Background: an optimization exercise with open tools, aiming at small area, a short achievable clock period and few clock cycles per item. Do not read the settings as production practice.
In this exercise RTL edits were held to simulation tests only and were not proved equivalent to the original.
Power is estimated from default activity; no workload was simulated.

beta:
==> flow/design.v (excerpt) <==
module blur_mask_top (
  input  logic                     clock,
  input  logic                     reset,
  input  logic                     pix_write,
  input  logic [4-1:0]     pix_col,
  input  logic [3-1:0]     pix_row,
  input  logic [3*8-1:0] pix_rgb,
  input  logic                     start,
  output logic                     busy,
  output logic                     mask_valid,
  output logic [4-1:0]     mask_col,
  output logic [8-1:0]   mask_bits,
  output logic                     done
);
clock: 6.0 ns
lec_check: 0
cap_margin: 20
core_margin: 2
core_utilization: 65
cts_cluster_diameter: 100
cts_cluster_size: 30
place_density: 0.8
setup_slack_margin: 4.0
slew_margin: 20
run.sh (not shown) runs the stock make flow with config.mk's settings and CLKGATE_MAP_FILE= SYNTH_SCRIPT=/design/flow/synth_recipe.tcl, a recipe that flattens the netlist after the stock synthesis.
Having completed the whole flow, beta delivered a layout that passed the timing, design-rule and antenna checks.
Testbench counts of beta, summed over its fixed seeds: cycles 7,056, frames 48.
What epsilon does differently from beta at the input level:
-- flow/config.mk --
<<< beta, line 10
export CORE_UTILIZATION = 65
export CTS_CLUSTER_DIAMETER = 100
export CTS_CLUSTER_SIZE = 30
export PLACE_DENSITY = 0.8
export SETUP_SLACK_MARGIN = 4.0
export SLEW_MARGIN = 20
>>> epsilon, line 10
export CORE_UTILIZATION = 65
export CTS_CLUSTER_DIAMETER = 60
export CTS_CLUSTER_SIZE = 30
export PLACE_DENSITY = 0.8
export SETUP_SLACK_MARGIN = 3.8
export SLEW_MARGIN = 20
Results
- As far as critical path depth goes, beta and epsilon are indistinguishable; the numbers are identical.
- beta leaves more setup margin than epsilon.
- Area overhead of the layout relative to synthesis: beta and epsilon compared, higher one is epsilon
- On hold slack, epsilon does better than beta.
- Power was lower in beta than in epsilon.
- Reported for beta and epsilon, number of search-and-repair iterations in the first detailed-routing pass turned out identical to the last digit.
- epsilon vs. beta: depth of the most critical reg-to-reg path went down 3; final wirelength grew by 0.67%; cell area climbed 0.35%; total setup buffers inserted after CTS went down by 9.

* * *

## the reference run
The RTL this note starts from:
==> flow/design.v <==
`timescale 1ns/1ns
`default_nettype none
module frame_memory (
  input  logic                                 clock,
  input  logic [16-1:0]               wr_col_n,
  input  logic [8-1:0]               wr_row_n,
  input  logic [6-1:0]               wr_data,
  input  logic [16-1:0]               rd_sel,
  output logic [8*6-1:0]   rd_column
);
  localparam int COL_W = 8 * 6;
  logic [16*COL_W-1:0] storage;
  for (genvar a = 0; a < 16 * 8; a++) begin : g_word
    always_ff @(posedge clock) begin
      if (!wr_col_n[a / 8] && !wr_row_n[a % 8]) begin
        storage[a*6 +: 6] <= wr_data;
      end
    end
  end
  always_comb begin
    rd_column = '0;
    for (int c = 0; c < 16; c++) begin
      rd_column = rd_column | (storage[c*COL_W +: COL_W] & {COL_W{rd_sel[c]}});
    end
  end
endmodule
`default_nettype wire
`timescale 1ns/1ns
`default_nettype none
module pixel_loader (
  input  logic                     clock,
  input  logic                     pix_write,
  input  logic [4-1:0]     pix_col,
  input  logic [3-1:0]     pix_row,
  input  logic [3*8-1:0] pix_rgb,
  output logic [16-1:0]   wr_col_n,
  output logic [8-1:0]   wr_row_n,
  output logic [6-1:0]   wr_data,
  output logic                     taken_col0,
  output logic                     taken_col1,
  output logic                     landing_col0
);
  logic                   taken;
  logic [4-1:0]   taken_col;
  logic [3-1:0]   taken_row;
  logic [6:0]             red_t, green_t, blue_t;
  logic [6:0]             sum_bits;
  logic [5:0]             carry_bits;
  logic [8-1:0] grey;
  assign red_t   = 7'(pix_rgb[23:18]);
  assign green_t = pix_rgb[15:9];
  assign blue_t  = 7'(pix_rgb[7:2]);
  always_ff @(posedge clock) begin
    taken     <= pix_write;
    taken_col <= pix_col;
    taken_row <= pix_row;
    sum_bits   <= red_t ^ green_t ^ blue_t;
    carry_bits <= 6'((red_t & green_t) | (red_t & blue_t) | (green_t & blue_t));
  end
  assign grey = 8'(sum_bits) + {1'b0, carry_bits, 1'b0};
  always_ff @(posedge clock) begin
    for (int c = 0; c < 16; c++) wr_col_n[c] <= !(taken && taken_col == 4'(c));
    for (int r = 0; r < 8; r++) wr_row_n[r] <= !(taken_row == 3'(r));
    wr_data <= grey[8-1:2];
  end
  assign taken_col0   = taken && taken_col == 4'(0);
  assign taken_col1   = taken && taken_col == 4'(1);
  assign landing_col0 = !wr_col_n[0];
endmodule
`default_nettype wire
`timescale 1ns/1ns
`default_nettype none
module column_fetch (
  input  logic                     clock,
  input  logic                     reset,
  input  logic                     start,
  input  logic                     taken_col0,
  input  logic                     taken_col1,
  input  logic                     landing_col0,
  output logic                     busy,
  output logic [16-1:0]   rd_sel,
  output logic                     first_col,
  output logic                     mask_valid,
  output logic [4-1:0]     mask_col,
  output logic                     done
);
  localparam int N = 16;
  logic [N+2:0] sel;
  logic first_d;
  logic last_d;
  logic held_last;
  logic due;
  logic due_d;
  logic held_due;
  assign due = busy && |sel[N:1];
  assign rd_sel    = sel[N-1:0];
  assign first_col = first_d;
  always_ff @(posedge clock) begin
    if (reset) begin
      first_d    <= 1'b1;
      last_d     <= 1'b0;
      held_last  <= 1'b0;
      due_d      <= 1'b0;
      held_due   <= 1'b0;
    end else begin
      due_d      <= due;
      held_due   <= due_d;
      first_d    <= sel[0];
      last_d     <= sel[N];
      held_last  <= last_d;
    end
  end
  logic step;
  logic hold;
  assign step = (busy && !hold) || (start && !taken_col0 && !taken_col1 && !landing_col0);
  always_ff @(posedge clock) begin
    hold <= !reset && !busy && start && taken_col0;
  end
  always_ff @(posedge clock) begin
    sel[0] <= reset || (step ? sel[N+2] : sel[0]);
    for (int i = 1; i <= N + 2; i++) sel[i] <= !reset && step && sel[i-1];
  end
  always_ff @(posedge clock) begin
    if (reset) begin
      busy       <= 1'b0;
      mask_valid <= 1'b0;
      done       <= 1'b0;
    end else if (!busy) begin
      mask_valid <= 1'b0;
      done       <= 1'b0;
      if (start) busy <= 1'b1;
    end else begin
      mask_valid <= held_due;
      done       <= held_due && held_last;
      if (held_due && held_last) busy <= 1'b0;
    end
  end
  logic showing;
  always_ff @(posedge clock) begin
    showing  <= !reset && held_due;
    mask_col <= showing ? mask_col + 1'b1 : '0;
  end
endmodule
`default_nettype wire
`timescale 1ns/1ns
`default_nettype none
module blur_mask_stage (
  input  logic                               clock,
  input  logic [8*6-1:0] column,
  input  logic                               first_col,
  output logic [8-1:0]             mask_bits
);
  localparam int SW = 6;
  localparam logic [5:0] SAT = 6'(32 + 1);
  logic [8*SW-1:0] column_q;
  logic [5:0] side      [8];
  logic [6:0] fold      [8];
  logic [5:0] need      [8];
  logic       passed    [8];
  logic [SW-1:0] q [8+2];
  logic [5:0] side_next [8];
  logic [1:0] extra [8];
  logic [8:0] short [8];
  always_comb begin
    q[0] = '0;
    q[8+1] = '0;
    for (int r = 0; r < 8; r++) q[r+1] = column_q[r*SW +: SW];
    for (int r = 0; r < 8; r++) begin
      side_next[r] = 6'(q[r] >> 2) + 6'(q[r+1] >> 1) + 6'(q[r+2] >> 2);
      extra[r]     = 2'(q[r][1]) + 2'(q[r+1][0]) + 2'(q[r+2][1]);
      short[r]     = 9'(SAT + 2) + {2'b11, ~fold[r]} + {2'b11, ~side[r], 1'b1};
    end
  end
  always_ff @(posedge clock) begin
    column_q <= column;
    for (int r = 0; r < 8; r++) begin
      side[r]      <= side_next[r];
      fold[r]      <= 7'(first_col ? 6'd0 : side[r]) + 7'(extra[r]);
      need[r]      <= short[r][5:0];
      passed[r]    <= short[r][8];
      mask_bits[r] <= passed[r] || (side[r] >= need[r]);
    end
  end
endmodule
`default_nettype wire
`timescale 1ns/1ns
`default_nettype none
module blur_mask_top (
  input  logic                     clock,
  input  logic                     reset,
  input  logic                     pix_write,
  input  logic [4-1:0]     pix_col,
  input  logic [3-1:0]     pix_row,
  input  logic [3*8-1:0] pix_rgb,
  input  logic                     start,
  output logic                     busy,
  output logic                     mask_valid,
  output logic [4-1:0]     mask_col,
  output logic [8-1:0]   mask_bits,
  output logic                     done
);
  logic [16-1:0]              wr_col_n;
  logic [8-1:0]              wr_row_n;
  logic [6-1:0]              wr_data;
  logic                                taken_col0;
  logic                                taken_col1;
  logic                                landing_col0;
  logic [16-1:0]              rd_sel;
  logic                                first_col;
  logic [8*6-1:0]  column;
  pixel_loader loader_i (
    .clock     (clock),
    .pix_write (pix_write),
    .pix_col   (pix_col),
    .pix_row   (pix_row),
    .pix_rgb   (pix_rgb),
    .wr_col_n (wr_col_n),
    .wr_row_n (wr_row_n),
    .wr_data    (wr_data),
    .taken_col0   (taken_col0),
    .taken_col1   (taken_col1),
    .landing_col0 (landing_col0)
  );
  frame_memory memory_i (
    .clock     (clock),
    .wr_col_n (wr_col_n),
    .wr_row_n (wr_row_n),
    .wr_data   (wr_data),
    .rd_sel    (rd_sel),
    .rd_column (column)
  );
  column_fetch fetch_i (
    .clock      (clock),
    .reset      (reset),
    .start      (start),
    .taken_col0   (taken_col0),
    .taken_col1   (taken_col1),
    .landing_col0 (landing_col0),
    .busy       (busy),
    .rd_sel     (rd_sel),
    .first_col  (first_col),
    .mask_valid (mask_valid),
    .mask_col   (mask_col),
    .done       (done)
  );
  blur_mask_stage stage_i (
    .clock     (clock),
    .column    (column),
    .first_col (first_col),
    .mask_bits (mask_bits)
  );
endmodule
`default_nettype wire
clock: 6.0 ns
lec_check: 0
cap_margin: 20
core_margin: 2
core_utilization: 65
cts_cluster_diameter: 150
cts_cluster_size: 30
place_density: 0.8
setup_slack_margin: 3.8
slew_margin: 20
Testbench counts of the reference run, summed over its fixed seeds: cycles 7,056, frames 48.
The inputs of the trial run differ from those of the reference run as listed below.
Settings: swapping 3.8 for 3.6 in SETUP_SLACK_MARGIN; swapping 150 for 100 in CTS_CLUSTER_DIAMETER.
## What came out
The reference run vs the trial run, highest routed metal layer: met4 vs met5
Cell count of the trial run is on par with the reference run.
The trial run finished every stage and its layout cleared the timing, design-rule and antenna checks.
The reference run | stages: all done | timing, DRC, antenna: all pass
Post-layout net count essentially unchanged between the reference run and the trial run.
Looking at the reference run and the trial run, the total chip power is a wash.
The higher area of all placed cells without fillers came out of the reference run.
Summary — clock-buffer cell count, the trial run relative to the reference run: higher, by 1.

## re-timing with driven ports
How much do the figures lean on ideal ports? The routed layouts below were timed once more, with nothing changed but the port constraints.
Step 1: set_driving_cell puts a clkbuf_16 on clock and a buf_2 on each other input, an assumption about the parent block.
Step 2 times the ports against the registers' clock, not the clock port: input delays grow and output delays shrink by t, the midpoint of the rising clock arrivals with the driver on.
Three values: ideal ports, drivers, drivers and shift; two values: the first two.
| run | t (ns) | slack for setup (ns) | hold WS [ns] |
|---|---|---|---|
| beta | 0.681 | 3.700 / 3.636 / 3.473 | 0.357 / 0.357 / 0.357 |
| epsilon | 0.688 | 3.691 / 3.631 / 3.444 | 0.365 / 0.365 / 0.365 |
| the reference run | 0.677 | 3.715 / 3.651 / 3.434 | 0.366 / 0.366 / 0.366 |
| the trial run | 0.679 | 3.646 / 3.583 / 3.392 | 0.367 / 0.367 / 0.367 |
After both steps setup and hold are still met in every run listed. For the reference run, which loses most, drivers alone change the setup slack by -0.064 ns; drivers and shift together by -0.281 ns.
